This design comes from an exercise in tuning for small area on the open sky130 flow, not from production work.
The RTL was checked by simulation tests, not by an equivalence proof against the original design.
Power and IR drop assume default switching activity.

--- flow/design.v ---
package mesh_pkg;
  localparam int ROWS   = 26;
  localparam int COLS   = 18;
  localparam int THRESH = 5;
  localparam int CELLS  = ROWS * COLS;
  function automatic int cell_index(input int r, input int c, input int cols);
    cell_index = r * cols + c;
  endfunction
  function automatic int west_of(input int k, input int cols);
    int r;
    int c;
    r = k / cols;
    c = k % cols;
    west_of = r * cols + ((c + cols - 1) % cols);
  endfunction
  function automatic int north_of(input int k, input int rows, input int cols);
    int r;
    int c;
    r = k / cols;
    c = k % cols;
    north_of = ((r + rows - 1) % rows) * cols + c;
  endfunction
endpackage
module mesh_cell (
  input  logic [1:0] i_own,
  input  logic [1:0] i_west,
  input  logic [1:0] i_north,
  output logic       o_flag_n
);
  logic w_p_n;
  logic w_q_n;
  mesh_ao32_n u_p (
    .i_a0 (i_own[0]), .i_a1 (i_west[0]), .i_a2 (i_north[0]),
    .i_b0 (i_west[1]), .i_b1 (i_north[1]),
    .o_y_n (w_p_n)
  );
  mesh_oa32_n u_q (
    .i_a0 (i_own[0]), .i_a1 (i_west[0]), .i_a2 (i_north[0]),
    .i_b0 (i_west[1]), .i_b1 (i_north[1]),
    .o_y_n (w_q_n)
  );
  mesh_maj_n u_maj (
    .i_p_n (w_p_n),
    .i_q_n (w_q_n),
    .i_c   (i_own[1]),
    .o_y_n (o_flag_n)
  );
endmodule
module mesh_ao32_n (
  input  logic i_a0, i_a1, i_a2, i_b0, i_b1,
  output logic o_y_n
);
  assign o_y_n = ~((i_a0 & i_a1 & i_a2) | (i_b0 & i_b1));
endmodule
module mesh_oa32_n (
  input  logic i_a0, i_a1, i_a2, i_b0, i_b1,
  output logic o_y_n
);
  assign o_y_n = ~((i_a0 | i_a1 | i_a2) & (i_b0 | i_b1));
endmodule
module mesh_maj_n (
  input  logic i_p_n, i_q_n, i_c,
  output logic o_y_n
);
  assign o_y_n = ~((~i_p_n & ~i_q_n) | (i_c & ~(i_p_n & i_q_n)));
endmodule
module mesh_or2 (
  input  logic i_a, i_b,
  output logic o_y
);
  assign o_y = i_a | i_b;
endmodule
module twobit_26x18_mesh #(
  parameter int ROWS   = mesh_pkg::ROWS,
  parameter int COLS   = mesh_pkg::COLS,
  parameter int THRESH = mesh_pkg::THRESH
) (
  input  logic                       clk,
  input  logic                       rst,
  input  logic [2*ROWS*COLS-1:0]     inp,
  output logic [ROWS*COLS-1:0]       out
);
  localparam int NCELLS = ROWS * COLS;
  logic [NCELLS-1:0][1:0] w_in;
  logic [NCELLS-1:0]      w_flags_n;
  logic [NCELLS-1:0]      r_flag_n_q;   
  logic [NCELLS-1:0]      r_out_q;
  logic                   r_rst_q;
  logic                   w_clr;
  assign w_in = inp;
  genvar gi, gj;
  generate
    for (gi = 0; gi < ROWS; gi++) begin : g_row
      for (gj = 0; gj < COLS; gj++) begin : g_col
        localparam int K  = mesh_pkg::cell_index(gi, gj, COLS);
        localparam int KW = mesh_pkg::west_of(K, COLS);
        localparam int KN = mesh_pkg::north_of(K, ROWS, COLS);
        mesh_cell u_cell (
          .i_own    (w_in[K]),
          .i_west   (w_in[KW]),
          .i_north  (w_in[KN]),
          .o_flag_n (w_flags_n[K])
        );
      end
    end
  endgenerate
  mesh_or2 u_clr (
    .i_a (rst),
    .i_b (r_rst_q),
    .o_y (w_clr)
  );
  always_ff @(posedge clk) begin
    r_rst_q    <= rst;
    r_flag_n_q <= w_flags_n;
    r_out_q    <= ~(r_flag_n_q | {NCELLS{w_clr}});
  end
  assign out = r_out_q;
endmodule
--- flow/flow/run.sh ---
#!/bin/bash
# Own layout flow: the standard ORFS flow, with two changes.
#  1. Synthesis is synth_recipe.tcl unchanged except that ABC maps each module
#     for area with a plain "map -a" (flow/abc_map.script), so the small gate
#     modules of the RTL each become the one cell they describe.
#  2. The port buffers that ORFS inserts are the smallest buffer, buf_1.
# Each tool's full output goes to a log file of its own in this folder.
set -euo pipefail
W=$(pwd)
RES=$W/orfs/results/$FLOW_PLATFORM/twobit_26x18_mesh/base

cat > $W/own_synth.tcl <<EOT
proc abc {args} {
  set i [lsearch -exact \$args -script]
  if {\$i >= 0} { set args [lreplace \$args \$i [expr {\$i + 1}]] }
  set i [lsearch -exact \$args -D]
  if {\$i >= 0} { set args [lreplace \$args \$i [expr {\$i + 1}]] }
  yosys abc -script $W/flow/abc_map.script {*}\$args
}
source $W/synth_recipe.tcl
EOT

MK=(make -C "$FLOW_HOME" DESIGN_CONFIG="$W/config.mk" WORK_HOME="$W/orfs" CLKGATE_MAP_FILE=
    SYNTH_SCRIPT="$W/own_synth.tcl"
    "BUFFER_PORTS_ARGS=-buffer_cell sky130_fd_sc_hd__buf_1")

"${MK[@]}" synth > "$W/synth.log" 2>&1
"${MK[@]}" finish > "$W/layout.log" 2>&1

: # left out here: write the final layout as DEF
--- flow/flow/abc_map.script ---
strash
map -a
topo
stime -c
--- flow/standard.sh ---
#!/bin/bash
# synth_recipe.tcl (not shown) runs the flow's synth.tcl, then flattens the netlist and writes it again
# the make line also repeats each setting of config.mk as NAME=value (left out here)
make -C /OpenROAD-flow-scripts/flow DESIGN_CONFIG=/design/flow/config.mk WORK_HOME=/design/flow/orfs CLKGATE_MAP_FILE= SYNTH_SCRIPT=/design/flow/synth_recipe.tcl "${@:-finish}"
--- flow/config.mk ---
export PLATFORM = sky130hd
export DESIGN_NAME = twobit_26x18_mesh
export DESIGN_NICKNAME = twobit_26x18_mesh
export VERILOG_FILES = /design/flow/design.v
export SDC_FILE = /design/flow/constraint.sdc
export NUM_CORES = 4
export LEC_CHECK = 0
export CAP_MARGIN = 20
export CORE_AREA = 5 5 295 295
export DIE_AREA = 0 0 300 300
export SLEW_MARGIN = 20
export SYNTH_HIERARCHICAL = 1
--- flow/constraint.sdc ---
create_clock -name core_clock -period 4.0 [get_ports {clk}]
set_input_delay 0.8000 -clock core_clock [delete_from_list [all_inputs] [get_ports {clk}]]
set_output_delay 0.8000 -clock core_clock [all_outputs]
set_load 0.01 [all_outputs]
==> flow_summary.yaml, run 1 <==
outcome:
  outcome: "aborted with a tool error"
  last-stage-reached: "I/O pin placement (3_2_place_iop)"
  stop_error: "[ERROR PPL-0024] Number of IO pins (1406) exceeds maximum number of available positions (1082). Increase the die perimeter from 1200.00um to 1912.16um."
synth:
  syn_inst: 3746
  post_synth_num_cell_types: 7
  synth_area_mm2: 0.0346
  postSynthNetCount: 4684
  syn_area_per_cell_um2: 9.23
  seq_area_frac_synth_pct: 54.3
  synth_seq_cells: 937
  number_of_warnings_printed_during_yosys_synthesis: 7
floorplan:
  placementRows: 106
  die_width_um: 300
  die_h_um: 300
  effective_utilization_at_floorplan_pct: 41.4
==> cell families after synthesis <==
logic type	Yosys count	share of synthesized area [%]
AND/OR/NAND/NOR	1405	15.3
AO/OA/AOI/OAI	1404	30.5
flip-flops	937	54.3
==> modules after synthesis, one instance, submodules excluded, a selection <==
module             flip-flops and latches  area, µm²  cells inside
mesh_oa32_n                             0       8.76             1
twobit_26x18_mesh                     937      20500          1405
mesh_maj_n                              0       12.5             3
mesh_ao32_n                             0       8.76             1
mesh_or2                                0       6.26             1
==> Yosys cell counts <==
master	count	share of area, %
sky130_fd_sc_hd__dfxtp_1	937	54
sky130_fd_sc_hd__a21oi_1	468	6.8
sky130_fd_sc_hd__o32ai_1	468	12
sky130_fd_sc_hd__nor2_1	936	10
sky130_fd_sc_hd__a32oi_1	468	12
sky130_fd_sc_hd__or2_2	1	0.018
sky130_fd_sc_hd__nand2_1	468	5.1
==> run 2, diff against run 1 <==
--- a/flow/config.mk
+++ b/flow/config.mk
@@ -8,4 +8,4 @@
 export CAP_MARGIN = 20
-export CORE_AREA = 5 5 295 295
-export DIE_AREA = 0 0 300 300
+export CORE_AREA = 5 5 395 395
+export DIE_AREA = 0 0 400 400
 export SLEW_MARGIN = 20
==> run 2 against run 1 <==
  * The run now finishes clean
  * Area after synthesis stayed put
  * Synthesized cell count stayed put
==> flow_summary.yaml, run 2 <==
pwr:
  leakagePower_nw: 16.1
  power_per_cell_area_mw_per_mm2: 536
  total_switching_power_mw: 7.27
  vdd_drop_max_v: 0.000400
  p_sw_share_pct: 29.1
  internal-power_mw: 17.7
  power.share.sequential_pct: 42.1
  clock_power_share_pct: 43.9
  power.share.combinational_pct: 14.0
timing:
  timing.final.setup_violations: 0
  final_hold_viol_count: 0
  skew_ns: 0.0478
  fin_tns_setup_ns: 0
  report.final.slew_viol_count: 0
  layout_worst_path_cycle_share_pct: 62.0
  worstMarginPinSlew_ns: 0.904
  timing.slew.headroom_pct: 40.0
  max_freq_mhz: 403
  rsz_0062_raised_after_global_routing: "no"
  finalWorstPathRequiredPeriod_ns: 2.48
synth:
  synth_seq_cells: 937
  syn_area_per_cell_um2: 9.23
  postSynth.topFlopCell: "sky130_fd_sc_hd__dfxtp_1"
  seq_area_frac_synth_pct: 54.3
  synth_top_area_share_pct: 54.3
  yosysMostFrequentCell: "sky130_fd_sc_hd__dfxtp_1"
  synth_area_mm2: 0.0346
  post-synth-top-area-cell: "sky130_fd_sc_hd__dfxtp_1"
  async_reset_ff_share_pct: 0
  post_synth_num_cell_types: 7
  number_of_warnings_printed_during_yosys_synthesis: 7
  synth_commonest_cells: "937 x sky130_fd_sc_hd__dfxtp_1, 936 x sky130_fd_sc_hd__nor2_1"
  synth_edf_count: 0
  yosys-top-cells-area: "sky130_fd_sc_hd__dfxtp_1 54%, sky130_fd_sc_hd__a32oi_1 12%, sky130_fd_sc_hd__o32ai_1 12%"
  syn_inst: 3746
  postSynthNetCount: 4684
route:
  first_pass_iters: 6
  ant_nets: 0
  met3WireLength_mm: 25.1
  top_layer_used: "met5"
  drt_drc_violations_left: 0
  route.met2.wl_mm: 101
  post_drt_via_cell_ratio: 5.49
  wire_length_on_met1_mm: 91.1
  total_detailed_routing_wirelength_mm: 230
  drt-initial-drc-count: 4820
  via_count: 40811
  routedWlPerCell_um: 31.0
cells_and_area:
  layout_commonest_cell: "sky130_fd_sc_hd__buf_1"
  drive_gt1_share_pct: 3.80
  area_delta_synth_final_pct: 34.7
  layout.cell_area.non_filler_mm2: 0.0466
  commonest_cells_after_routing_fill_and_taps_aside: "1405 x sky130_fd_sc_hd__buf_1, 937 x sky130_fd_sc_hd__dfxtp_1, 936 x sky130_fd_sc_hd__nor2_1"
  nets: 6212
  reg.largest.list: "r_flag_n_q (468), r_out_q (468), r_rst_q (1)"
floorplan:
  placementRows: 143
  design.die.area_mm2: 0.160
  die_h_um: 400
  die_width_um: 400
  ioPinCount: 1406
  core_region_area_mm2: 0.152
  effective_utilization_at_floorplan_pct: 22.8
clocking:
  cts_hold_repair.buffers: 0
  cts_max_level: 3
  clk_latency_worst_skew_pair_ns: 0.72
  tritoncts: "built"
  cts.root.buffer_cell: "sky130_fd_sc_hd__clkbuf_16"
  clk_path_buf_depth: 3
  cts_setup_buffers: 0
  number_of_buffers_inserted_during_clock_tree_synthesis: 105
  clock-sinks: 937
  post_cts.resized_instances: 0
  clkTransAtPathRegs_ns: 0.06
grt:
  maximum_number_of_pins_on_one_net_before_global_route_repair: 149
  grt.overflow.total: 0
  antenna_found_initial: 39
  number_of_global_route_vias_before_repair: 35438
  groute.usage.overall_pct: 26.7
  grt_first_pass_wirelength_mm: 296
worst_setup_path:
  flop_to_flop_setup_slack_ns: 2.16
  worst-endpoint-arrival_ns: 1.68
  crit_path_end_kind: "output pin"
  crit_required_ns: 3.20
  timing_worst_setup_path_type: "reg -> out"
  cell_with_the_biggest_individual_delay_on_the_critical_path: "sky130_fd_sc_hd__buf_1"
  start_point_of_the_critical_path: "r_out_q[211]"
  crit_buf_inv: 1
  reg2reg_from: "r_rst_q"
  crit-reg2reg-capture: "r_out_q[438]"
  timing.reg2reg.worst_path_depth: 3
  cp_cell_sequence: "buf_1"
  critical_path.startpoint_type: "flop"
  timing.critical_path.max_delay_family: "buffers and inverters"
  critical_path_peak_fanout: 1
  max_stage_delay_ns: 0.67
min_path:
  min-delay-start: "rst"
  worst_hold_path.endpoint: "r_rst_q"
  timing.hold.worst.class: "in -> reg"
  hold_path_depth: 1
placed_design:
  placement.io_buffers: 1405
  place_hpwl_mm: 194
  placedInstanceArea_mm2: 0.0426
  place_congestion: 1.00
job:
  timing.max_cap.violations: 0
outcome:
  outcome: "finished clean"
[run 2: cell counts after synthesis]
No cell type changed its count.
[run 2: kinds of logic after synthesis]
kind of cell	share of synthesized area [%]
flip-flops	54.3
AND/OR/NAND/NOR	15.3
AO/OA/AOI/OAI	30.5
[run 2: modules after synthesis (local to each module, per instance), a selection]
module / cells / flops+latches / cell area [µm²]
mesh_or2: 1 / 0 / 6.26
mesh_maj_n: 3 / 0 / 12.5
twobit_26x18_mesh: 1405 / 937 / 20500
mesh_ao32_n: 1 / 0 / 8.76
mesh_oa32_n: 1 / 0 / 8.76
[run 2: cell type report]
type                            count  area, µm²
Tap cell                         2030       2540
Timing Repair Buffer             1421       5440
Multi-Input combinational cell   2809      15800
Clock inverter                     62        975
Clock buffer                      136       2970
Antenna cell                       32       80.1
Fill cell                       16369     105000
Sequential cell                   937      18800
[run 2: worst max path at each step]
| stage | endpoint | slack (ns) | cells after the start |
|---|---|---|---|
| 4_1_cts | out[229] | 1.45 | 1 |
| 3_3_place_gp | r_out_q[441] | 1.65 | 4 |
| 6_report | out[211] | 1.52 | 1 |
| 5_1_grt | out[14] | 1.41 | 1 |
| 2_1_floorplan | r_out_q[0] | 0.45 | 2 |
| 3_5_place_dp | r_out_q[55] | 1.63 | 4 |
[run 2: through the flow]
stage          utilization [%]  total power [mW]  setup WS, ns  hold WS [ns]  instances
6_report                  30.7              25.0          1.52         0.215       7427
5_1_grt                   30.7              25.8          1.41         0.174       7421
4_1_cts                   30.7              25.1          1.45         0.138       7395
3_5_place_dp              28.1              14.1          1.63         0.365       7197
3_3_place_gp              28.1              14.1          1.65         0.363       7197
2_1_floorplan                -              11.9         0.453         0.363       3746
[run 2: power groups by stage]
stage | Sequential [mW] | Combinational (mW) | Clock (mW)
CTS | 10.5 | 3.41 | 11.2
finish | 10.5 | 3.49 | 11.0
global placement | 10.7 | 3.34 | 0
global route | 10.5 | 3.73 | 11.5
detailed placement | 10.7 | 3.40 | 0
floorplan | 10.6 | 1.25 | 0
[run 2: per-layer routing]
metal,vias to the layer above,GRT usage [%]
li1,17789,-
met1,20057,33.9
met2,2535,40.7
met3,426,8.02
met4,4,14.3
met5,-,0
==> run 3, diff against run 2 <==
--- a/flow/flow/run.sh
+++ b/flow/flow/run.sh
@@ -6,2 +6,3 @@
 #  2. The port buffers that ORFS inserts are the smallest buffer, buf_1.
+#  3. The clock tree uses small clock buffers and no dummy loads.
 # Each tool's full output goes to a log file of its own in this folder.
@@ -24,3 +25,4 @@
     SYNTH_SCRIPT="$W/own_synth.tcl"
-    "BUFFER_PORTS_ARGS=-buffer_cell sky130_fd_sc_hd__buf_1")
+    "BUFFER_PORTS_ARGS=-buffer_cell sky130_fd_sc_hd__buf_1"
+    "CTS_ARGS=-sink_clustering_enable -repair_clock_nets -dont_use_dummy_load -buf_list {sky130_fd_sc_hd__clkbuf_8} -sink_clustering_size 12 -sink_clustering_max_diameter 40")
 
==> run 3 against run 2 <==
  * Still clean
  * Die area unchanged
  * Core utilization down 1.1 points
  * Worst setup slack got worse by 0.081 ns
  * Hold slack better by 0.048 ns
  * Clock skew is 0.081 ns higher
  * Sequential power is essentially flat
  * Register-to-register slack got worse by 0.04 ns
  * Wire length shrank 0.18%
==> flow_summary.yaml, run 3 <==
synth:
  synth_top_area_share_pct: 54.3
  syn_area_per_cell_um2: 9.23
  post_synth_num_cell_types: 7
  synth_commonest_cells: "937 x sky130_fd_sc_hd__dfxtp_1, 936 x sky130_fd_sc_hd__nor2_1"
  number_of_warnings_printed_during_yosys_synthesis: 7
  async_reset_ff_share_pct: 0
  yosys-top-cells-area: "sky130_fd_sc_hd__dfxtp_1 54%, sky130_fd_sc_hd__a32oi_1 12%, sky130_fd_sc_hd__o32ai_1 12%"
  synth_edf_count: 0
  postSynth.topFlopCell: "sky130_fd_sc_hd__dfxtp_1"
  post-synth-top-area-cell: "sky130_fd_sc_hd__dfxtp_1"
  yosysMostFrequentCell: "sky130_fd_sc_hd__dfxtp_1"
  synth_area_mm2: 0.0346
  postSynthNetCount: 4684
  synth_seq_cells: 937
  seq_area_frac_synth_pct: 54.3
  syn_inst: 3746
timing:
  timing.slew.headroom_pct: 40.6
  max_freq_mhz: 390
  worstMarginPinSlew_ns: 0.891
  layout_worst_path_cycle_share_pct: 64.1
  skew_ns: 0.129
  report.final.slew_viol_count: 0
  holdWs_ns: 0.262
  rsz_0062_raised_after_global_routing: "no"
  timing.final.setup_violations: 0
  finalWorstPathRequiredPeriod_ns: 2.56
  final_hold_viol_count: 0
  fin_tns_setup_ns: 0
outcome:
  outcome: "finished clean"
floorplan:
  ioPinCount: 1406
  core_region_area_mm2: 0.152
  effective_utilization_at_floorplan_pct: 22.8
  die_width_um: 400
  design.die.area_mm2: 0.160
  placementRows: 143
  die_h_um: 400
grt:
  groute.usage.overall_pct: 26.7
  number_of_global_route_vias_before_repair: 35705
  antenna_found_initial: 42
  maximum_number_of_pins_on_one_net_before_global_route_repair: 149
  grt_first_pass_wirelength_mm: 295
  grt.overflow.total: 0
route:
  total_detailed_routing_wirelength_mm: 230
  ant_nets: 0
  routedWlPerCell_um: 31.0
  first_pass_iters: 8
  via_count: 40769
  drt_drc_violations_left: 0
  drt-initial-drc-count: 4630
  post_drt_via_cell_ratio: 5.51
min_path:
  timing.hold.worst.class: "in -> reg"
  hold_path_depth: 2
pwr:
  leakagePower_nw: 15.4
  power_per_cell_area_mw_per_mm2: 471
  vdd_drop_max_v: 0.000289
  design_power_total_mw: 21.2
worst_setup_path:
  crit_path_end_kind: "output pin"
  critical_path.startpoint_type: "flop"
  crit_buf_inv: 1
  cell_with_the_biggest_individual_delay_on_the_critical_path: "sky130_fd_sc_hd__buf_1"
  timing.reg2reg.worst_path_depth: 3
  critical_path_depth: 1
  crit_required_ns: 3.20
  timing.critical_path.max_delay_family: "buffers and inverters"
  worst-endpoint-arrival_ns: 1.76
  max_stage_delay_ns: 0.56
  cp_cell_sequence: "buf_1"
  timing_worst_setup_path_type: "reg -> out"
  critical_path_peak_fanout: 1
clocking:
  clock-sinks: 937
  clk_latency_worst_skew_pair_ns: 0.88
  clkTransAtPathRegs_ns: 0.07
  number_of_buffers_inserted_during_clock_tree_synthesis: 163
  cts.root.buffer_cell: "sky130_fd_sc_hd__clkbuf_8"
  tritoncts: "built"
  clk_path_buf_depth: 3
  cts_max_level: 4
placed_design:
  place_congestion: 1.00
  place_hpwl_mm: 194
  placedInstanceArea_mm2: 0.0426
  placement.io_buffers: 1405
cells_and_area:
  layout.cell_area.non_filler_mm2: 0.0449
  reg.largest.list: "r_flag_n_q (468), r_out_q (468), r_rst_q (1)"
  layout_commonest_cell: "sky130_fd_sc_hd__buf_1"
  drive_gt1_share_pct: 3.38
  layout.core_utilization_pct: 29.6
  commonest_cells_after_routing_fill_and_taps_aside: "1405 x sky130_fd_sc_hd__buf_1, 937 x sky130_fd_sc_hd__dfxtp_1, 936 x sky130_fd_sc_hd__nor2_1"
  area_delta_synth_final_pct: 29.9
  nets: 6271
job:
  timing.max_cap.violations: 0
==> run 3: cell counts after synthesis <==
Identical to the previous run, type by type.
==> run 3: worst paths after layout <==
path                  startpoint        endpoint  slack (ns)
setup reg to reg         r_rst_q     r_out_q[14]        2.12
setup / recovery    r_out_q[211]        out[211]        1.44
hold / removal          inp[117]  r_flag_n_q[58]        0.26
hold reg to reg   r_flag_n_q[99]     r_out_q[99]        0.29
==> run 3: logic make-up after synthesis <==
family	count (synthesis)	share of synthesized area, %
compound gates	1404	30.5
flops	937	54.3
simple gates	1405	15.3
==> run 3: power by group <==
part           internal, mW  switching [mW]  total [mW]
clock network          3.55            3.60        7.15
registers              10.1           0.393        10.5
logic                 0.977            2.51        3.49
total                  14.6            6.51        21.2
==> run 3: Yosys stat by module, one instance, submodules excluded, excerpt <==
module	flops+latches	cells
mesh_ao32_n	0	1
twobit_26x18_mesh	937	1405
mesh_or2	0	1
mesh_oa32_n	0	1
mesh_maj_n	0	3
==> run 3: area by class of cell <==
type                       count  area, µm²
clock buffer                 163       2240
multi-input combinational   2809      15800
sequential                   937      18800
antenna                       36       90.1
fill                       16542     107000
tap                         2030       2540
timing repair buffer        1422       5450
==> run 3: stage by stage <==
stage	std cells	worst slack, ns
2_1_floorplan	3746	0.453
3_3_place_gp	7197	1.65
3_5_place_dp	7197	1.63
4_1_cts	7361	1.23
5_1_grt	7388	1.26
6_report	7397	1.44
==> run 3: what timing repair did <==
action | 4_1_cts | 5_1_grt
endpoints found under the hold margin | 1 | 0
setup buffers | 0 | 0
resized for setup | 0 | 0
hold buffers | 1 | 0
==> run 3: layer usage <==
layer	GRT usage, %	up-vias	share of wire [%]
li1	-	17799	-
met1	33.4	19879	39
met2	40.8	2613	44
met3	8.81	468	11
met4	13.8	10	5.7
met5	0	-	0.028
==> run 3: worst register-to-register path, cell delays in order (launching register included) <==
cell,delay [ns]
sky130_fd_sc_hd__dfxtp_1,0.31
sky130_fd_sc_hd__or2_4,0.42
sky130_fd_sc_hd__buf_12,0.54
sky130_fd_sc_hd__nor2_1,0.37
==> run 4, diff against run 3 <==
--- a/flow/flow/run.sh
+++ b/flow/flow/run.sh
@@ -26,3 +26,3 @@
     "BUFFER_PORTS_ARGS=-buffer_cell sky130_fd_sc_hd__buf_1"
-    "CTS_ARGS=-sink_clustering_enable -repair_clock_nets -dont_use_dummy_load -buf_list {sky130_fd_sc_hd__clkbuf_8} -sink_clustering_size 12 -sink_clustering_max_diameter 40")
+    "CTS_ARGS=-sink_clustering_enable -repair_clock_nets -dont_use_dummy_load -buf_list {sky130_fd_sc_hd__clkbuf_8} -sink_clustering_size 16 -sink_clustering_max_diameter 50")
 
==> run 4 against run 3 <==
  * Still clean on timing, DRC and antenna
  * Combinational power is essentially flat
  * Global-route usage is 0.10 points lower
  * Worst setup slack got worse by 0.020 ns
  * Synthesized cell count did not move
  * Sequential cell count unchanged
  * Final cell count fell by 0.66%
  * Area after synthesis unchanged
  * Sequential share of layout area up 0.68 points
  * Power fell by 6.6%
  * Sequential power about the same
  * Critical path type unchanged
==> flow_summary.yaml, run 4 <==
floorplan:
  die_h_um: 400
  effective_utilization_at_floorplan_pct: 22.8
  die_width_um: 400
  ioPinCount: 1406
  placementRows: 143
  design.die.area_mm2: 0.160
  core_region_area_mm2: 0.152
worst_setup_path:
  timing_worst_setup_path_type: "reg -> out"
  reg2reg_from: "r_rst_q"
  cell_with_the_biggest_individual_delay_on_the_critical_path: "sky130_fd_sc_hd__buf_1"
  flop_to_flop_setup_slack_ns: 2.08
  crit-reg2reg-capture: "r_out_q[433]"
  crit_path_end_kind: "output pin"
  crit_required_ns: 3.20
  worst-endpoint-arrival_ns: 1.78
  critical_path_peak_fanout: 1
  cp_cell_sequence: "buf_1"
  crit_buf_inv: 1
  critical_path.startpoint_type: "flop"
  max_stage_delay_ns: 0.68
  timing.critical_path.max_delay_family: "buffers and inverters"
  timing.reg2reg.worst_path_depth: 3
placed_design:
  place_hpwl_mm: 194
  place_congestion: 1.00
  placement.io_buffers: 1405
synth:
  synth_seq_cells: 937
  post_synth_num_cell_types: 7
  seq_area_frac_synth_pct: 54.3
  async_reset_ff_share_pct: 0
  synth_edf_count: 0
  number_of_warnings_printed_during_yosys_synthesis: 7
  synth_commonest_cells: "937 x sky130_fd_sc_hd__dfxtp_1, 936 x sky130_fd_sc_hd__nor2_1"
  synth_area_mm2: 0.0346
  syn_area_per_cell_um2: 9.23
  syn_inst: 3746
  yosysMostFrequentCell: "sky130_fd_sc_hd__dfxtp_1"
  postSynthNetCount: 4684
  postSynth.topFlopCell: "sky130_fd_sc_hd__dfxtp_1"
  yosys-top-cells-area: "sky130_fd_sc_hd__dfxtp_1 54%, sky130_fd_sc_hd__a32oi_1 12%, sky130_fd_sc_hd__o32ai_1 12%"
  post-synth-top-area-cell: "sky130_fd_sc_hd__dfxtp_1"
  synth_top_area_share_pct: 54.3
route:
  total_detailed_routing_wirelength_mm: 229
  ant_nets: 0
  post_drt_via_cell_ratio: 5.50
  routedWlPerCell_um: 31.1
  first_pass_iters: 9
  drt_drc_violations_left: 0
  via_count: 40438
  drt-initial-drc-count: 4764
grt:
  grt.overflow.total: 0
  maximum_number_of_pins_on_one_net_before_global_route_repair: 149
  number_of_global_route_vias_before_repair: 35217
  antenna_found_initial: 41
  groute.usage.overall_pct: 26.6
  grt_first_pass_wirelength_mm: 294
timing:
  skew_ns: 0.138
  layout_worst_path_cycle_share_pct: 64.6
  final_hold_viol_count: 0
  max_freq_mhz: 387
  finalWorstPathRequiredPeriod_ns: 2.58
  timing.slew.headroom_pct: 39.1
  rsz_0062_raised_after_global_routing: "no"
  fin_tns_setup_ns: 0
  timing.final.setup_violations: 0
  holdWs_ns: 0.247
  worstMarginPinSlew_ns: 0.918
  report.final.slew_viol_count: 0
clocking:
  tritoncts: "built"
  clkTransAtPathRegs_ns: 0.10
  cts_setup_buffers: 0
  clk_latency_worst_skew_pair_ns: 0.84
  cts_max_level: 3
  post_cts.resized_instances: 0
  cts.root.buffer_cell: "sky130_fd_sc_hd__clkbuf_8"
  clock-sinks: 937
  number_of_buffers_inserted_during_clock_tree_synthesis: 110
  clk_path_buf_depth: 3
min_path:
  min-delay-start: "r_flag_n_q[267]"
  timing.hold.worst.class: "reg -> reg"
  hold_path_depth: 1
  worst_hold_path.endpoint: "r_out_q[267]"
cells_and_area:
  drive_gt1_share_pct: 2.41
  nets: 6218
  layout_commonest_cell: "sky130_fd_sc_hd__buf_1"
  layout.area.seq_mm2: 0.0188
  commonest_cells_after_routing_fill_and_taps_aside: "1405 x sky130_fd_sc_hd__buf_1, 937 x sky130_fd_sc_hd__dfxtp_1, 936 x sky130_fd_sc_hd__nor2_1"
  multiInputGateArea_mm2: 0.0158
  reg.largest.list: "r_flag_n_q (468), r_out_q (468), r_rst_q (1)"
  area_delta_synth_final_pct: 27.8
  filler_cell_count: 16566
pwr:
  leakagePower_nw: 15.0
  vdd_drop_max_v: 0.000271
  power_per_cell_area_mw_per_mm2: 447
job:
  timing.max_cap.violations: 0
outcome:
  outcome: "finished clean"
## run 4: cell types whose count changed in the layout (fill, tap and decap cells not counted)
cell and change:
sky130_fd_sc_hd__diode_2 +4, sky130_fd_sc_hd__clkbuf_8 -53
## run 4: cells by family (layout without fill, tap and decap cells)
kind of cell           Yosys count  in the layout  share of synthesized area (%)
AOI/OAI and AO/OA             1404           1404                           30.5
buffers and inverters            0           1532                              0
DFF                            937            937                           54.3
other                            0             40                              0
and+or+nand+nor               1405           1405                           15.3
## run 4: worst reg2reg max path, stage by stage, from the launching register on
cell	delay, ns
sky130_fd_sc_hd__dfxtp_1	0.32
sky130_fd_sc_hd__or2_4	0.43
sky130_fd_sc_hd__buf_12	0.51
sky130_fd_sc_hd__nor2_1	0.38
## run 4: routing by layer
| layer | global-route usage [%] | share of wire, % | up-vias |
|---|---|---|---|
| met5 | 0 | 0.022 | - |
| met2 | 40.7 | 44 | 2491 |
| met3 | 7.61 | 11 | 441 |
| li1 | - | - | 17691 |
| met4 | 13.9 | 5.7 | 6 |
| met1 | 33.9 | 40 | 19809 |
## run 4: final cells by class
| class | count | area share [%] |
|---|---|---|
| sequential | 937 | 42.5 |
| multi-input combinational | 2809 | 35.8 |
| timing repair buffer | 1422 | 12.3 |
| tap | 2030 | 5.75 |
| clock buffer | 110 | 3.43 |
| antenna | 40 | 0.227 |
## run 4: where the power goes
group | internal [mW] | leakage [nW] | switching (mW)
clock network | 2.41 | 0.791 | 3.37
logic | 0.977 | 6.39 | 2.51
registers | 10.1 | 7.80 | 0.395
## run 4: how the worst max path moves through the flow
stage	slack, ns	end	cells past startpoint	from
after floorplan	0.45	r_out_q[0]	2	rst
after global placement	1.65	r_out_q[441]	4	rst
after detailed placement	1.63	r_out_q[55]	4	rst
after CTS	1.32	out[211]	1	r_out_q[211]
after global routing	1.29	out[50]	1	r_out_q[50]
final	1.42	out[211]	1	r_out_q[211]
## run 4: modules after synthesis (local to each module, per instance), excerpt
module,times used,cells inside
twobit_26x18_mesh,1,1405
mesh_maj_n,468,3
mesh_ao32_n,468,1
mesh_oa32_n,468,1
mesh_or2,1,1
## run 4: metrics by stage
| stage | instances | utilization [%] | area, µm² | total power [mW] | setup WS, ns |
|---|---|---|---|---|---|
| 5_1_grt | 7335 | 29.1 | 44200 | 20.5 | 1.29 |
| 6_report | 7348 | 29.2 | 44200 | 19.8 | 1.42 |
| 2_1_floorplan | 3746 | - | 34600 | 11.9 | 0.453 |
| 4_1_cts | 7308 | 29.1 | 44100 | 19.9 | 1.32 |
| 3_5_place_dp | 7197 | 28.1 | 42600 | 14.1 | 1.63 |
| 3_3_place_gp | 7197 | 28.1 | 42600 | 14.1 | 1.65 |
## run 4: timing repair
| action | 4_1_cts | 5_1_grt |
|---|---|---|
| hold buffers | 1 | 0 |
| endpoints found under the hold margin | 1 | 0 |
| setup endpoints to repair | 0 | 0 |
==> run 5, diff against run 4 <==
--- a/flow/flow/run.sh
+++ b/flow/flow/run.sh
@@ -26,2 +26,3 @@
     "BUFFER_PORTS_ARGS=-buffer_cell sky130_fd_sc_hd__buf_1"
+    "PLACE_PINS_ARGS=-min_distance 1 -min_distance_in_tracks"
     "CTS_ARGS=-sink_clustering_enable -repair_clock_nets -dont_use_dummy_load -buf_list {sky130_fd_sc_hd__clkbuf_8} -sink_clustering_size 16 -sink_clustering_max_diameter 50")
--- a/flow/config.mk
+++ b/flow/config.mk
@@ -8,4 +8,4 @@
 export CAP_MARGIN = 20
-export CORE_AREA = 5 5 395 395
-export DIE_AREA = 0 0 400 400
+export CORE_AREA = 5 5 275 275
+export DIE_AREA = 0 0 280 280
 export SLEW_MARGIN = 20
==> run 5 against run 4 <==
  * Hold slack got worse by 0.031 ns
  * Fmax rose by 9.9%
  * Critical path depth stayed put
  * Largest power group unchanged
  * Critical endpoint is now out[217]
  * Sequential share of layout area increased by 1.4 points
  * Power decreased by 5.8%
  * Final cell count is 14% lower
  * Worst setup slack better by 0.23 ns
  * Synthesized cell count is the same
  * Area after synthesis unchanged
  * Sequential cell count unchanged
==> flow_summary.yaml, run 5 <==
synth:
  synth_edf_count: 0
  yosys-top-cells-area: "sky130_fd_sc_hd__dfxtp_1 54%, sky130_fd_sc_hd__a32oi_1 12%, sky130_fd_sc_hd__o32ai_1 12%"
  synth_top_area_share_pct: 54.3
  post_synth_num_cell_types: 7
  seq_area_frac_synth_pct: 54.3
  async_reset_ff_share_pct: 0
  syn_area_per_cell_um2: 9.23
  yosysMostFrequentCell: "sky130_fd_sc_hd__dfxtp_1"
  postSynth.topFlopCell: "sky130_fd_sc_hd__dfxtp_1"
  syn_inst: 3746
  postSynthNetCount: 4684
  number_of_warnings_printed_during_yosys_synthesis: 7
  synth_seq_cells: 937
  post-synth-top-area-cell: "sky130_fd_sc_hd__dfxtp_1"
  synth_area_mm2: 0.0346
  synth_commonest_cells: "937 x sky130_fd_sc_hd__dfxtp_1, 936 x sky130_fd_sc_hd__nor2_1"
placed_design:
  place_hpwl_mm: 135
  place_congestion: 1.04
  placement.setup.worst_slack_ns: 1.89
  placement.io_buffers: 1405
  placedInstanceArea_mm2: 0.0412
timing:
  final_hold_viol_count: 0
  skew_ns: 0.0420
  layout_worst_path_cycle_share_pct: 58.7
  holdWs_ns: 0.217
  worstMarginPinSlew_ns: 0.712
  finalWorstPathRequiredPeriod_ns: 2.35
  timing.final.setup_violations: 0
  max_freq_mhz: 426
  fin_tns_setup_ns: 0
  report.final.slew_viol_count: 0
  fin_ws_ns: 1.65
  timing.slew.headroom_pct: 52.7
  rsz_0062_raised_after_global_routing: "no"
route:
  post_drt_via_cell_ratio: 6.21
  ant_nets: 0
  routedWlPerCell_um: 26.9
  via_count: 39333
  first_pass_iters: 8
  wire_length_on_met1_mm: 61.2
  met3WireLength_mm: 24.5
  top_layer_used: "met5"
  drt_drc_violations_left: 0
  total_detailed_routing_wirelength_mm: 170
  drt-initial-drc-count: 3671
  route.met2.wl_mm: 69.9
worst_setup_path:
  timing_worst_setup_path_type: "reg -> out"
  cell_with_the_biggest_individual_delay_on_the_critical_path: "sky130_fd_sc_hd__buf_1"
  worst-endpoint-arrival_ns: 1.55
  crit_required_ns: 3.20
  crit_buf_inv: 1
  critical_path.startpoint_type: "flop"
  crit_path_end_kind: "output pin"
  max_stage_delay_ns: 0.54
  timing.critical_path.max_delay_family: "buffers and inverters"
  cp_cell_sequence: "buf_1"
  critical_path_peak_fanout: 1
job:
  timing.max_cap.violations: 0
cells_and_area:
  area_delta_synth_final_pct: 23.7
  layout.cell_area.non_filler_mm2: 0.0428
  reg.largest.list: "r_flag_n_q (468), r_out_q (468), r_rst_q (1)"
  commonest_cells_after_routing_fill_and_taps_aside: "1405 x sky130_fd_sc_hd__buf_1, 937 x sky130_fd_sc_hd__dfxtp_1, 936 x sky130_fd_sc_hd__nor2_1"
  nets: 6194
  layout_commonest_cell: "sky130_fd_sc_hd__buf_1"
  drive_gt1_share_pct: 1.98
clocking:
  clk_latency_worst_skew_pair_ns: 0.71
  post_cts.resized_instances: 0
  cts_setup_buffers: 0
  clock-sinks: 937
  number_of_buffers_inserted_during_clock_tree_synthesis: 94
  cts_hold_repair.buffers: 0
  tritoncts: "built"
  cts.root.buffer_cell: "sky130_fd_sc_hd__clkbuf_8"
  cts_max_level: 3
  clkTransAtPathRegs_ns: 0.09
  clk_path_buf_depth: 3
floorplan:
  die_h_um: 280
  die_width_um: 280
  core_region_area_mm2: 0.0726
  effective_utilization_at_floorplan_pct: 47.6
  design.die.area_mm2: 0.0784
  placementRows: 99
  ioPinCount: 1406
pwr:
  vdd_drop_max_v: 0.000335
  leakagePower_nw: 14.8
  design_power_total_mw: 18.6
  power_per_cell_area_mw_per_mm2: 435
grt:
  grt.overflow.total: 0
  groute.usage.overall_pct: 40.3
  number_of_global_route_vias_before_repair: 34292
  maximum_number_of_pins_on_one_net_before_global_route_repair: 109
  grt_first_pass_wirelength_mm: 233
  antenna_found_initial: 144
min_path:
  timing.hold.worst.class: "in -> reg"
outcome:
  outcome: "finished clean"
==> run 5: cell counts after synthesis <==
Identical to the previous run, type by type.
==> run 5: layer usage <==
metal | GRT usage (%) | vias to the layer above
met2 | 56.5 | 2472
met5 | 0.611 | -
met1 | 46.5 | 18436
li1 | - | 17771
met4 | 29.2 | 66
met3 | 21.7 | 588
==> run 5: kinds of logic after synthesis <==
kind of cell     Yosys count  synth area share [%]
AND/OR/NAND/NOR         1405                  15.3
flip-flops               937                  54.3
AO/OA/AOI/OAI           1404                  30.5
==> run 5: metrics by stage <==
stage | cells | utilization (%)
floorplan | 3746 | -
detailed placement | 6119 | 56.7
finish | 6335 | 58.9
global route | 6301 | 58.8
global placement | 6119 | 56.7
CTS | 6213 | 58.5
==> run 5: where the power goes <==
group          internal [mW]  leakage (nW)  switching, mW  total [mW]
clock                   2.09         0.677           3.12        5.21
combinational          0.975          6.36           2.11        3.09
sequential              10.1          7.80          0.223        10.3
==> run 5: per-module statistics from Yosys, one instance, submodules excluded, excerpt <==
module / times used / flip-flops and latches / area [µm²]
mesh_ao32_n: 468 / 0 / 8.76
mesh_maj_n: 468 / 0 / 12.5
mesh_or2: 1 / 0 / 6.26
twobit_26x18_mesh: 1 / 937 / 20500
mesh_oa32_n: 468 / 0 / 8.76
==> run 5: final timing paths <==
path / start / cells after the start / to / slack [ns]
min: rst / 1 / r_rst_q / 0.22
max: r_out_q[217] / 1 / out[217] / 1.65
min reg2reg: r_flag_n_q[213] / 1 / r_out_q[213] / 0.33
max reg2reg: r_rst_q / 3 / r_out_q[75] / 2.46
==> run 5: worst register-to-register path, stage by stage, from the launching register on <==
cell and delay, ns:
sky130_fd_sc_hd__dfxtp_1 0.32, sky130_fd_sc_hd__or2_4 0.35, sky130_fd_sc_hd__buf_4 0.56, sky130_fd_sc_hd__nor2_1 0.18
==> run 5: area by class of cell <==
| type | instances | area, µm² |
|---|---|---|
| Clock buffer | 94 | 1290 |
| Sequential cell | 937 | 18800 |
| Timing Repair Buffer | 1414 | 5400 |
| Multi-Input combinational cell | 2809 | 15800 |
| Tap cell | 959 | 1200 |
| Fill cell | 6982 | 29800 |
| Antenna cell | 122 | 305 |
==> run 6, diff against run 5 <==
--- a/flow/flow/run.sh
+++ b/flow/flow/run.sh
@@ -1,3 +1,3 @@
 #!/bin/bash
-# Own layout flow: the standard ORFS flow, with two changes.
+# Own layout flow: the standard ORFS flow, with these changes.
 #  1. Synthesis is synth_recipe.tcl unchanged except that ABC maps each module
@@ -7,2 +7,3 @@
 #  3. The clock tree uses small clock buffers and no dummy loads.
+#  4. IO pins may sit one routing track apart, so the die can be smaller.
 # Each tool's full output goes to a log file of its own in this folder.
==> run 6 against run 5 <==
  * Critical endpoint unchanged
  * Sequential cell count unchanged
  * Synthesized cell count unchanged
  * Sequential power about the same
  * Design area is the same
  * Critical path type unchanged
==> flow_summary.yaml, run 6 <==
worst_setup_path:
  critical_path.startpoint_type: "flop"
  crit_required_ns: 3.20
  crit_path_end_kind: "output pin"
  max_stage_delay_ns: 0.54
  cell_with_the_biggest_individual_delay_on_the_critical_path: "sky130_fd_sc_hd__buf_1"
  timing.critical_path.max_delay_family: "buffers and inverters"
  critical_path_peak_fanout: 1
  cp_cell_sequence: "buf_1"
  crit_buf_inv: 1
  timing_worst_setup_path_type: "reg -> out"
  worst-endpoint-arrival_ns: 1.55
cells_and_area:
  final_cell_count_no_fill: 6335
  commonest_cells_after_routing_fill_and_taps_aside: "1405 x sky130_fd_sc_hd__buf_1, 937 x sky130_fd_sc_hd__dfxtp_1, 936 x sky130_fd_sc_hd__nor2_1"
  nets: 6194
  reg.largest.list: "r_flag_n_q (468), r_out_q (468), r_rst_q (1)"
  filler_cell_count: 6982
  layout_commonest_cell: "sky130_fd_sc_hd__buf_1"
  drive_gt1_share_pct: 1.98
  area_delta_synth_final_pct: 23.7
floorplan:
  core_region_area_mm2: 0.0726
  ioPinCount: 1406
  design.die.area_mm2: 0.0784
  die_h_um: 280
  die_width_um: 280
  placementRows: 99
  effective_utilization_at_floorplan_pct: 47.6
clocking:
  cts_setup_buffers: 0
  tritoncts: "built"
  number_of_buffers_inserted_during_clock_tree_synthesis: 94
  clock-sinks: 937
  cts_max_level: 3
  post_cts.resized_instances: 0
  cts_hold_repair.buffers: 0
  clkTransAtPathRegs_ns: 0.09
  clk_latency_worst_skew_pair_ns: 0.71
  cts.root.buffer_cell: "sky130_fd_sc_hd__clkbuf_8"
  clk_path_buf_depth: 3
synth:
  synth_top_area_share_pct: 54.3
  synth_edf_count: 0
  yosys-top-cells-area: "sky130_fd_sc_hd__dfxtp_1 54%, sky130_fd_sc_hd__a32oi_1 12%, sky130_fd_sc_hd__o32ai_1 12%"
  synth_area_mm2: 0.0346
  post-synth-top-area-cell: "sky130_fd_sc_hd__dfxtp_1"
  synth_seq_cells: 937
  synth-adder-area-share_pct: 0
  seq_area_frac_synth_pct: 54.3
  postSynth.topFlopCell: "sky130_fd_sc_hd__dfxtp_1"
  syn_inst: 3746
  synth_commonest_cells: "937 x sky130_fd_sc_hd__dfxtp_1, 936 x sky130_fd_sc_hd__nor2_1"
  synthesized_area_fraction_occupied_by_xor_and_xnor_cells_pct: 0
  synth.area.mux_share_pct: 0
  syn_area_per_cell_um2: 9.23
  yosys.area_share.simple_pct: 15.3
  yosysMostFrequentCell: "sky130_fd_sc_hd__dfxtp_1"
  synth_top_family_by_area: "compound AO/OA/AOI/OAI gates"
  number_of_warnings_printed_during_yosys_synthesis: 7
  post_synth_num_cell_types: 7
  postSynthNetCount: 4684
  async_reset_ff_share_pct: 0
  synth_compound_area_share_pct: 30.5
outcome:
  outcome: "finished clean"
timing:
  fin_tns_setup_ns: 0
  rsz_0062_raised_after_global_routing: "no"
  timing.slew.headroom_pct: 52.7
  skew_ns: 0.0420
  layout_worst_path_cycle_share_pct: 58.7
  finalWorstPathRequiredPeriod_ns: 2.35
  timing.final.setup_violations: 0
  max_freq_mhz: 426
  worstMarginPinSlew_ns: 0.712
  final_hold_viol_count: 0
  holdWs_ns: 0.217
  report.final.slew_viol_count: 0
route:
  drt_drc_violations_left: 0
  first_pass_iters: 8
  via_count: 39333
  ant_nets: 0
  drt-initial-drc-count: 3671
  total_detailed_routing_wirelength_mm: 170
  post_drt_via_cell_ratio: 6.21
  routedWlPerCell_um: 26.9
placed_design:
  placement.io_buffers: 1405
  post-place-cells: 6119
  place_congestion: 1.04
  place_hpwl_mm: 135
pwr:
  leakagePower_nw: 14.8
  p_sw_share_pct: 29.3
  power.share.combinational_pct: 16.6
  total_switching_power_mw: 5.46
  internal-power_mw: 13.2
  clock_power_share_pct: 28.0
  power_per_cell_area_mw_per_mm2: 435
  power.share.sequential_pct: 55.4
  vdd_drop_max_v: 0.000335
grt:
  maximum_number_of_pins_on_one_net_before_global_route_repair: 109
  number_of_global_route_vias_before_repair: 34292
  grt_first_pass_wirelength_mm: 233
  groute.usage.overall_pct: 40.3
  grt.overflow.total: 0
  antenna_found_initial: 144
job:
  timing.max_cap.violations: 0
min_path:
  timing.hold.worst.class: "in -> reg"
## run 6: cell counts in the layout (fill, tap and decap cells not counted)
No cell type changed its count.
## run 6: final cells by class
type                    count  area, µm²  area share [%]
flip-flops and latches    937      18800            43.8
multi-input cells        2809      15800            37.0
repair buffers           1414       5400            12.6
clock buffers              94       1290            3.02
well taps                 959       1200            2.80
diodes                    122        305           0.714
## run 6: per-module statistics from Yosys, one instance, submodules excluded, a selection
module,area (µm²),flops+latches
mesh_or2,6.26,0
twobit_26x18_mesh,20500,937
mesh_oa32_n,8.76,0
mesh_maj_n,12.5,0
mesh_ao32_n,8.76,0
## run 6: power by group through the flow
| stage | clock [mW] | combinational [mW] | sequential, mW |
|---|---|---|---|
| global route | 5.61 | 3.35 | 10.4 |
| detailed placement | 0 | 2.98 | 10.5 |
| global placement | 0 | 2.90 | 10.5 |
| finish | 5.21 | 3.09 | 10.3 |
| floorplan | 0 | 1.25 | 10.6 |
| CTS | 5.26 | 2.99 | 10.3 |
## run 6: logic make-up (layout without fill, tap and decap cells)
logic type / after synthesis / in the layout
flops: 937 / 937
buf+inv: 0 / 1508
compound gates: 1404 / 1404
simple gates: 1405 / 1405
other cells: 0 / 122
## run 6: worst paths after layout
kind	startpoint	end	slack, ns	cells after the start
max	r_out_q[217]	out[217]	1.65	1
max reg2reg	r_rst_q	r_out_q[75]	2.46	3
min reg2reg	r_flag_n_q[213]	r_out_q[213]	0.33	1
min	rst	r_rst_q	0.22	1
## run 6: per-stage QoR
step,utilization (%),setup slack [ns],power [mW],area (µm²)
2_1_floorplan,-,0.453,11.9,34600
3_3_place_gp,56.7,1.92,13.4,41200
3_5_place_dp,56.7,1.89,13.5,41200
4_1_cts,58.5,1.70,18.6,42500
5_1_grt,58.8,1.58,19.4,42700
6_report,58.9,1.65,18.6,42800
## run 6: worst reg2reg max path, stage by stage (launching register included)
cell and delay [ns]:
sky130_fd_sc_hd__dfxtp_1 0.32, sky130_fd_sc_hd__or2_4 0.35, sky130_fd_sc_hd__buf_4 0.56, sky130_fd_sc_hd__nor2_1 0.18
## run 6: metal layers
metal	GRT usage (%)	vias up	wire (µm)
li1	-	17771	-
met1	46.5	18436	61200
met2	56.5	2472	69900
met3	21.7	588	24500
met4	29.2	66	14100
met5	0.611	-	412
==> run 7, diff against run 6 <==
--- a/flow/config.mk
+++ b/flow/config.mk
@@ -8,4 +8,4 @@
 export CAP_MARGIN = 20
-export CORE_AREA = 5 5 275 275
-export DIE_AREA = 0 0 280 280
+export CORE_AREA = 5 5 245 245
+export DIE_AREA = 0 0 250 250
 export SLEW_MARGIN = 20
==> run 7 against run 6 <==
  * Via count increased by 6.0%
  * Sequential share of layout area increased by 0.54 points
  * Core utilization increased by 15 points
  * Design area decreased by 1.2%
  * Synthesized cell count unchanged
  * Critical path type unchanged
  * Critical endpoint is now out[122]
==> flow_summary.yaml, run 7 <==
outcome:
  outcome: "finished clean"
synth:
  postSynth.topFlopCell: "sky130_fd_sc_hd__dfxtp_1"
  post_synth_num_cell_types: 7
  synth_area_mm2: 0.0346
  synth_commonest_cells: "937 x sky130_fd_sc_hd__dfxtp_1, 936 x sky130_fd_sc_hd__nor2_1"
  async_reset_ff_share_pct: 0
  synth_top_area_share_pct: 54.3
  syn_inst: 3746
  synth_edf_count: 0
  yosys-top-cells-area: "sky130_fd_sc_hd__dfxtp_1 54%, sky130_fd_sc_hd__a32oi_1 12%, sky130_fd_sc_hd__o32ai_1 12%"
  post-synth-top-area-cell: "sky130_fd_sc_hd__dfxtp_1"
  seq_area_frac_synth_pct: 54.3
  syn_area_per_cell_um2: 9.23
  synth_seq_cells: 937
  postSynthNetCount: 4684
  number_of_warnings_printed_during_yosys_synthesis: 7
  yosysMostFrequentCell: "sky130_fd_sc_hd__dfxtp_1"
route:
  routedWlPerCell_um: 27.8
  ant_nets: 0
  first_pass_iters: 10
  post_drt_via_cell_ratio: 6.84
  drt_drc_violations_left: 0
  drt-initial-drc-count: 5598
  total_detailed_routing_wirelength_mm: 169
  via_count: 41701
worst_setup_path:
  crit_required_ns: 3.20
  critical_path.startpoint_type: "flop"
  max_stage_delay_ns: 0.58
  timing.critical_path.max_delay_family: "buffers and inverters"
  critical_path_peak_fanout: 1
  crit_path_end_kind: "output pin"
  cp_cell_sequence: "buf_1"
  flop_to_flop_setup_slack_ns: 2.18
  reg2reg_from: "r_rst_q"
  crit_buf_inv: 1
  timing_worst_setup_path_type: "reg -> out"
  timing.reg2reg.worst_path_depth: 3
  cell_with_the_biggest_individual_delay_on_the_critical_path: "sky130_fd_sc_hd__buf_1"
  worst-endpoint-arrival_ns: 1.59
  crit-reg2reg-capture: "r_out_q[186]"
grt:
  grt_util_met1_pct: 53.9
  grtUsageMet3_pct: 29.8
  busiest_layer: "met2"
  antenna_found_initial: 128
  maximum_number_of_pins_on_one_net_before_global_route_repair: 88
  met2_usage_pct: 69.7
  grt_first_pass_wirelength_mm: 236
  grt.overflow.total: 0
  number_of_global_route_vias_before_repair: 36431
  groute.usage.overall_pct: 50.6
floorplan:
  placementRows: 88
  die_width_um: 250
  die_h_um: 250
  core_region_area_mm2: 0.0574
  ioPinCount: 1406
  effective_utilization_at_floorplan_pct: 60.3
  design.die.area_mm2: 0.0625
cells_and_area:
  filler_cell_count: 4581
  nets: 6180
  reg.largest.list: "r_flag_n_q (468), r_out_q (468), r_rst_q (1)"
  layout_commonest_cell: "sky130_fd_sc_hd__buf_1"
  area_delta_synth_final_pct: 22.2
  drive_gt1_share_pct: 1.72
  commonest_cells_after_routing_fill_and_taps_aside: "1405 x sky130_fd_sc_hd__buf_1, 937 x sky130_fd_sc_hd__dfxtp_1, 936 x sky130_fd_sc_hd__nor2_1"
  layout.core_utilization_pct: 73.7
clocking:
  number_of_buffers_inserted_during_clock_tree_synthesis: 78
  cts_max_level: 3
  post_cts.resized_instances: 0
  clock-sinks: 937
  clkTransAtPathRegs_ns: 0.09
  tritoncts: "built"
  cts.root.buffer_cell: "sky130_fd_sc_hd__clkbuf_8"
  clk_latency_worst_skew_pair_ns: 0.71
  cts_hold_repair.buffers: 0
  clk_path_buf_depth: 3
  cts_setup_buffers: 0
timing:
  finalWorstPathRequiredPeriod_ns: 2.39
  report.final.slew_viol_count: 0
  worstMarginPinSlew_ns: 0.879
  rsz_0062_raised_after_global_routing: "no"
  layout_worst_path_cycle_share_pct: 59.7
  skew_ns: 0.0524
  timing.final.setup_violations: 0
  fin_tns_setup_ns: 0
  timing.slew.headroom_pct: 41.4
  final_hold_viol_count: 0
  max_freq_mhz: 419
min_path:
  hold_path_depth: 1
  min-delay-start: "rst"
  worst_hold_path.endpoint: "r_rst_q"
  timing.hold.worst.class: "in -> reg"
job:
  timing.max_cap.violations: 0
placed_design:
  placement.io_buffers: 1405
  place_hpwl_mm: 130
  place_congestion: 1.05
pwr:
  power_per_cell_area_mw_per_mm2: 432
  leakagePower_nw: 14.7
  vdd_drop_max_v: 0.000284
run 7: modules after synthesis (local to each module, per instance), excerpt:
module,flip-flops and latches,times used
mesh_ao32_n,0,468
twobit_26x18_mesh,937,1
mesh_maj_n,0,468
mesh_oa32_n,0,468
mesh_or2,0,1
run 7: stage by stage:
step                hold WS, ns  total power [mW]  instance area (µm²)  worst slack (ns)  cells
CTS                       0.222              18.1                42000              1.80   6005
global placement          0.363              13.4                41000              1.72   5927
detailed placement        0.365              13.5                41000              1.65   5927
finish                    0.257              18.3                42300              1.61   6097
floorplan                 0.363              11.9                34600             0.453   3746
global route              0.228              18.9                42200              1.57   6069
run 7: where the power goes:
part	internal, mW	switching, mW
combinational	0.976	2.17
clock	1.75	3.01
sequential	10.1	0.253
total	12.8	5.44
run 7: worst max path at each step:
stage	to	startpoint	slack (ns)	depth (start not counted)
4_1_cts	out[116]	r_out_q[116]	1.80	1
6_report	out[122]	r_out_q[122]	1.61	1
2_1_floorplan	r_out_q[0]	rst	0.45	2
5_1_grt	out[122]	r_out_q[122]	1.57	1
3_5_place_dp	r_out_q[186]	rst	1.65	4
3_3_place_gp	r_out_q[266]	rst	1.72	4
run 7: area by class of cell:
class                   count  area, µm²  share of cell area, %
repair buffers           1416       5420                   12.8
flip-flops and latches    937      18800                   44.4
well taps                 765        957                   2.27
multi-input cells        2809      15800                   37.4
diodes                     92        230                  0.545
clock buffers              78       1070                   2.54
run 7: cells by family after synthesis:
| kind of cell | Yosys count | synth area share (%) |
|---|---|---|
| and+or+nand+nor | 1405 | 15.3 |
| AOI/OAI and AO/OA | 1404 | 30.5 |
| DFF | 937 | 54.3 |
run 7: layer usage:
layer,vias to the layer above,share of wire [%]
met5,-,0.42
met4,92,12
met3,1076,17
met2,3611,40
met1,19226,31
li1,17696,-
==> run 8, diff against run 7 <==
--- a/flow/config.mk
+++ b/flow/config.mk
@@ -8,4 +8,4 @@
 export CAP_MARGIN = 20
-export CORE_AREA = 5 5 245 245
-export DIE_AREA = 0 0 250 250
+export CORE_AREA = 5 5 230 230
+export DIE_AREA = 0 0 235 235
 export SLEW_MARGIN = 20
==> run 8 against run 7 <==
  * Still clean on timing, DRC and antenna
  * Clock power shrank 5.0%
  * Die area shrank 12%
  * Via count grew 3.4%
  * Power shrank 0.93%
  * Synthesized cell count is the same
  * Global-route usage grew 8.0 points
  * First-iteration DRC count grew 44%
  * Core utilization grew 10 points
  * Wire length grew 1.3%
  * Combinational power grew 2%
  * Clock-buffer cell count shrank 7
  * Non-clock buffer count shrank 6
  * Critical endpoint is now out[235]
  * Highest routed layer unchanged
==> flow_summary.yaml, run 8 <==
min_path:
  hold_path_depth: 1
  worst_hold_path.endpoint: "r_rst_q"
  timing.hold.worst.class: "in -> reg"
  min-delay-start: "rst"
timing:
  rsz_0062_raised_after_global_routing: "no"
  fin_ws_ns: 1.67
  skew_ns: 0.0272
  timing.final.setup_violations: 0
  report.final.slew_viol_count: 0
  worstMarginPinSlew_ns: 0.803
  layout_worst_path_cycle_share_pct: 58.1
  max_freq_mhz: 430
  timing.slew.headroom_pct: 46.5
  finalWorstPathRequiredPeriod_ns: 2.33
  holdWs_ns: 0.257
  final_hold_viol_count: 0
  fin_tns_setup_ns: 0
cells_and_area:
  commonest_cells_after_routing_fill_and_taps_aside: "1405 x sky130_fd_sc_hd__buf_1, 937 x sky130_fd_sc_hd__dfxtp_1, 936 x sky130_fd_sc_hd__nor2_1"
  nets: 6167
  filler_cell_count: 3296
  drive_gt1_share_pct: 1.47
  reg.largest.list: "r_flag_n_q (468), r_out_q (468), r_rst_q (1)"
  area_delta_synth_final_pct: 21.5
  layout_commonest_cell: "sky130_fd_sc_hd__buf_1"
route:
  first_pass_iters: 30
  ant_nets: 0
  via_count: 43139
  post_drt_via_cell_ratio: 7.19
  routedWlPerCell_um: 28.6
  drt_drc_violations_left: 0
  drt-initial-drc-count: 8072
  total_detailed_routing_wirelength_mm: 171
synth:
  synth_edf_count: 0
  synth_top_area_share_pct: 54.3
  synth_commonest_cells: "937 x sky130_fd_sc_hd__dfxtp_1, 936 x sky130_fd_sc_hd__nor2_1"
  async_reset_ff_share_pct: 0
  number_of_warnings_printed_during_yosys_synthesis: 7
  post-synth-top-area-cell: "sky130_fd_sc_hd__dfxtp_1"
  synth_seq_cells: 937
  post_synth_num_cell_types: 7
  postSynthNetCount: 4684
  yosysMostFrequentCell: "sky130_fd_sc_hd__dfxtp_1"
  syn_area_per_cell_um2: 9.23
  yosys-top-cells-area: "sky130_fd_sc_hd__dfxtp_1 54%, sky130_fd_sc_hd__a32oi_1 12%, sky130_fd_sc_hd__o32ai_1 12%"
  syn_inst: 3746
  synth_area_mm2: 0.0346
  seq_area_frac_synth_pct: 54.3
  postSynth.topFlopCell: "sky130_fd_sc_hd__dfxtp_1"
placed_design:
  placement.setup.worst_slack_ns: 1.89
  place_hpwl_mm: 128
  place_congestion: 1.23
  placement.io_buffers: 1405
worst_setup_path:
  timing_worst_setup_path_type: "reg -> out"
  cp_cell_sequence: "buf_1"
  timing.reg2reg.worst_path_depth: 3
  timing.critical_path.max_delay_family: "buffers and inverters"
  reg2reg_from: "r_rst_q"
  crit_required_ns: 3.20
  crit_path_end_kind: "output pin"
  worst-endpoint-arrival_ns: 1.53
  max_stage_delay_ns: 0.55
  crit_buf_inv: 1
  flop_to_flop_setup_slack_ns: 2.37
  cell_with_the_biggest_individual_delay_on_the_critical_path: "sky130_fd_sc_hd__buf_1"
  critical_path_peak_fanout: 1
  crit-reg2reg-capture: "r_out_q[277]"
  critical_path.startpoint_type: "flop"
floorplan:
  effective_utilization_at_floorplan_pct: 68.9
  die_h_um: 235
  design.die.area_mm2: 0.0552
  ioPinCount: 1406
  die_width_um: 235
  core_region_area_mm2: 0.0502
  placementRows: 82
grt:
  grt_first_pass_wirelength_mm: 246
  grt.overflow.total: 0
  antenna_found_initial: 108
  number_of_global_route_vias_before_repair: 38211
  maximum_number_of_pins_on_one_net_before_global_route_repair: 137
  groute.usage.overall_pct: 58.6
pwr:
  vdd_drop_max_v: 0.000326
  power_per_cell_area_mw_per_mm2: 430
  design_power_total_mw: 18.1
  leakagePower_nw: 14.7
clocking:
  clk_path_buf_depth: 3
  cts_hold_repair.buffers: 0
  cts_setup_buffers: 0
  clk_latency_worst_skew_pair_ns: 0.68
  cts.root.buffer_cell: "sky130_fd_sc_hd__clkbuf_8"
  number_of_buffers_inserted_during_clock_tree_synthesis: 71
  post_cts.resized_instances: 0
  tritoncts: "built"
  cts_max_level: 3
  clkTransAtPathRegs_ns: 0.10
  clock-sinks: 937
job:
  timing.max_cap.violations: 0
outcome:
  outcome: "finished clean"
run 8: per-stage QoR:
| step | instance area [µm²] | utilization, % | std cells |
|---|---|---|---|
| floorplan | 34600 | - | 3746 |
| global placement | 40800 | 81.3 | 5828 |
| detailed placement | 40800 | 81.3 | 5828 |
| CTS | 41800 | 83.2 | 5899 |
| global route | 41900 | 83.6 | 5974 |
| finish | 42000 | 83.7 | 6003 |
run 8: logic make-up after synthesis:
family	synth area share, %
compound gates	30.5
flops	54.3
simple gates	15.3
run 8: per-layer routing:
layer	wire length (µm)	up-vias	global-route usage, %
li1	-	17680	-
met1	50000	19584	61.8
met2	66600	4398	77.5
met3	33100	1429	39.3
met4	21300	48	52.5
met5	478	-	6.84
run 8: area by class of cell:
type / count / area, µm² / area share, %
diodes: 104 / 260 / 0.619
clock buffers: 71 / 977 / 2.33
multi-input cells: 2809 / 15800 / 37.6
flip-flops and latches: 937 / 18800 / 44.6
well taps: 672 / 841 / 2.00
repair buffers: 1410 / 5360 / 12.8
run 8: worst max-delay path by stage:
stage	startpoint	endpoint	slack (ns)	cells after the start
finish	r_out_q[235]	out[235]	1.67	1
global route	r_out_q[270]	out[270]	1.65	1
CTS	r_out_q[201]	out[201]	1.75	1
detailed placement	rst	r_out_q[315]	1.89	4
global placement	rst	r_out_q[262]	1.95	4
floorplan	rst	r_out_q[0]	0.45	2
run 8: modules after synthesis (local to each module, per instance), excerpt:
module | cell area (µm²) | copies in the design | flip-flops and latches | cells inside
mesh_or2 | 6.26 | 1 | 0 | 1
mesh_oa32_n | 8.76 | 468 | 0 | 1
mesh_maj_n | 12.5 | 468 | 0 | 3
mesh_ao32_n | 8.76 | 468 | 0 | 1
twobit_26x18_mesh | 20500 | 1 | 937 | 1405
run 8: report_power, final:
group	switching (mW)	internal [mW]
sequential	0.267	10.1
combinational	2.23	0.971
clock	2.92	1.60
==> run 9, diff against run 8 <==
--- a/flow/flow/run.sh
+++ b/flow/flow/run.sh
@@ -28,3 +28,3 @@
     "PLACE_PINS_ARGS=-min_distance 1 -min_distance_in_tracks"
-    "CTS_ARGS=-sink_clustering_enable -repair_clock_nets -dont_use_dummy_load -buf_list {sky130_fd_sc_hd__clkbuf_8} -sink_clustering_size 16 -sink_clustering_max_diameter 50")
+    "CTS_ARGS=-sink_clustering_enable -repair_clock_nets -dont_use_dummy_load -buf_list {sky130_fd_sc_hd__clkbuf_4} -sink_clustering_size 10 -sink_clustering_max_diameter 30")
 
--- a/flow/config.mk
+++ b/flow/config.mk
@@ -8,4 +8,4 @@
 export CAP_MARGIN = 20
-export CORE_AREA = 5 5 230 230
-export DIE_AREA = 0 0 235 235
+export CORE_AREA = 5 5 275 275
+export DIE_AREA = 0 0 280 280
 export SLEW_MARGIN = 20
==> run 9 against run 8 <==
  * Sequential share of layout area is 1.6 points lower
  * Clock power rose by 15%
  * Fmax shrank 13%
  * Power up 3.3%
  * Via count down 6.9%
  * Critical path depth unchanged
  * Clock skew increased by 0.099 ns
  * Critical path type unchanged
  * Largest power group unchanged
==> flow_summary.yaml, run 9 <==
cells_and_area:
  filler_cell_count: 6972
  reg.largest.list: "r_flag_n_q (468), r_out_q (468), r_rst_q (1)"
  layout_commonest_cell: "sky130_fd_sc_hd__buf_1"
  drive_gt1_share_pct: 3.42
  commonest_cells_after_routing_fill_and_taps_aside: "1405 x sky130_fd_sc_hd__buf_1, 937 x sky130_fd_sc_hd__dfxtp_1, 936 x sky130_fd_sc_hd__nor2_1"
  area_delta_synth_final_pct: 26.0
synth:
  synth_top_area_share_pct: 54.3
  seq_area_frac_synth_pct: 54.3
  synth_edf_count: 0
  yosys-top-cells-area: "sky130_fd_sc_hd__dfxtp_1 54%, sky130_fd_sc_hd__a32oi_1 12%, sky130_fd_sc_hd__o32ai_1 12%"
  post-synth-top-area-cell: "sky130_fd_sc_hd__dfxtp_1"
  syn_area_per_cell_um2: 9.23
  postSynthNetCount: 4684
  number_of_warnings_printed_during_yosys_synthesis: 7
  syn_inst: 3746
  post_synth_num_cell_types: 7
  synth_seq_cells: 937
  synth_commonest_cells: "937 x sky130_fd_sc_hd__dfxtp_1, 936 x sky130_fd_sc_hd__nor2_1"
worst_setup_path:
  crit_required_ns: 3.20
  crit_buf_inv: 1
  critical_path_peak_fanout: 1
  crit_end: "out[252]"
  start_point_of_the_critical_path: "r_out_q[252]"
  timing.reg2reg.worst_path_depth: 3
  max_stage_delay_ns: 0.51
  timing.critical_path.max_delay_family: "buffers and inverters"
  crit_path_end_kind: "output pin"
  cp_cell_sequence: "buf_1"
  timing_worst_setup_path_type: "reg -> out"
  crit-reg2reg-capture: "r_out_q[75]"
floorplan:
  die_h_um: 280
  placementRows: 99
  die_width_um: 280
  design.die.area_mm2: 0.0784
  core_region_area_mm2: 0.0726
  ioPinCount: 1406
route:
  via_count: 40151
  drt_drc_violations_left: 0
  first_pass_iters: 8
  ant_nets: 0
  post_drt_via_cell_ratio: 6.17
  drt-initial-drc-count: 3533
  total_detailed_routing_wirelength_mm: 171
timing:
  fin_tns_setup_ns: 0
  holdWs_ns: 0.0495
  worstMarginPinSlew_ns: 0.681
  layout_worst_path_cycle_share_pct: 66.5
  final_hold_viol_count: 0
  rsz_0062_raised_after_global_routing: "no"
  timing.final.setup_violations: 0
  finalWorstPathRequiredPeriod_ns: 2.66
  skew_ns: 0.126
outcome:
  outcome: "finished clean"
clocking:
  clock-sinks: 937
  cts.root.buffer_cell: "sky130_fd_sc_hd__clkbuf_4"
  clk_latency_worst_skew_pair_ns: 1.12
  cts_setup_buffers: 0
  clk_path_buf_depth: 3
  clkTransAtPathRegs_ns: 0.08
  number_of_buffers_inserted_during_clock_tree_synthesis: 175
  cts_max_level: 4
  tritoncts: "built"
grt:
  grt.overflow.total: 0
  groute.usage.overall_pct: 40.8
  grt_first_pass_wirelength_mm: 236
placed_design:
  place_hpwl_mm: 135
  placement.io_buffers: 1405
  place_congestion: 1.04
pwr:
  vdd_drop_max_v: 0.000310
  leakagePower_nw: 15.3
  power_per_cell_area_mw_per_mm2: 429
==> run 9: cell counts after synthesis <==
No cell type changed its count.
==> run 9: report_power, final <==
part,switching [mW],internal (mW),leakage [nW]
sequential,0.225,10.1,7.80
combinational,2.13,1.02,6.66
clock,3.23,1.99,0.806
==> run 9: layer usage <==
layer	up-vias	track usage [%]	wire length, µm
li1	18166	-	-
met1	18588	45.6	60000
met5	-	1.22	586
met4	86	30.4	13800
met3	655	23.9	26000
met2	2656	57.0	70700
==> run 9: Yosys stat by module (local to each module, per instance), excerpt <==
module             area, µm²  cells  copies in the design  flip-flops and latches
mesh_ao32_n             8.76      1                   468                       0
mesh_maj_n              12.5      3                   468                       0
mesh_oa32_n             8.76      1                   468                       0
mesh_or2                6.26      1                     1                       0
twobit_26x18_mesh      20500   1405                     1                     937
==> run 9: final cells by class <==
type	instances	area (µm²)	area share [%]
repair buffers	1485	6110	14.0
clock buffers	175	1310	3.02
diodes	138	345	0.793
multi-input cells	2809	15800	36.3
well taps	959	1200	2.76
flip-flops and latches	937	18800	43.1
==> run 9: how the worst min path moves through the flow <==
stage / depth (start not counted) / start / endpoint
floorplan: 1 / r_flag_n_q[0] / r_out_q[0]
global placement: 1 / r_flag_n_q[457] / r_out_q[457]
detailed placement: 1 / r_flag_n_q[407] / r_out_q[407]
CTS: 2 / inp[127] / r_flag_n_q[63]
global route: 2 / inp[501] / r_flag_n_q[250]
finish: 2 / inp[501] / r_flag_n_q[250]
==> run 9: kinds of logic (layout without fill, tap and decap cells) <==
| family | count (synthesis) | in the layout | share of synthesized area (%) |
|---|---|---|---|
| AND/OR/NAND/NOR | 1405 | 1405 | 15.3 |
| AO/OA/AOI/OAI | 1404 | 1404 | 30.5 |
| flip-flops | 937 | 937 | 54.3 |
| other | 0 | 138 | 0 |
| buffers and inverters | 0 | 1660 | 0 |
==> run 9: stage by stage <==
stage,instances,cell area [µm²],worst slack [ns],total power [mW],util (%)
floorplan,3746,34600,0.453,11.9,-
global placement,6119,41200,1.92,13.4,56.7
detailed placement,6119,41200,1.89,13.5,56.7
CTS,6365,43200,1.34,18.7,59.5
global route,6467,43500,1.25,19.5,59.9
finish,6503,43600,1.34,18.7,60.0
==> run 9: what timing repair did <==
action,in CTS,in global routing
setup endpoints to repair,0,0
hold buffers,71,0
gates resized for setup,0,0
endpoints found under the hold margin,71,0

Re-timed with assumed drivers on the ports (clkbuf_16 on the clock, buf_2 on other inputs), run 9 has 1.273 ns of setup slack against 1.339 ns with ideal ports, and 1.283 ns once port delays also move by the mid clock arrival of 1.109 ns.
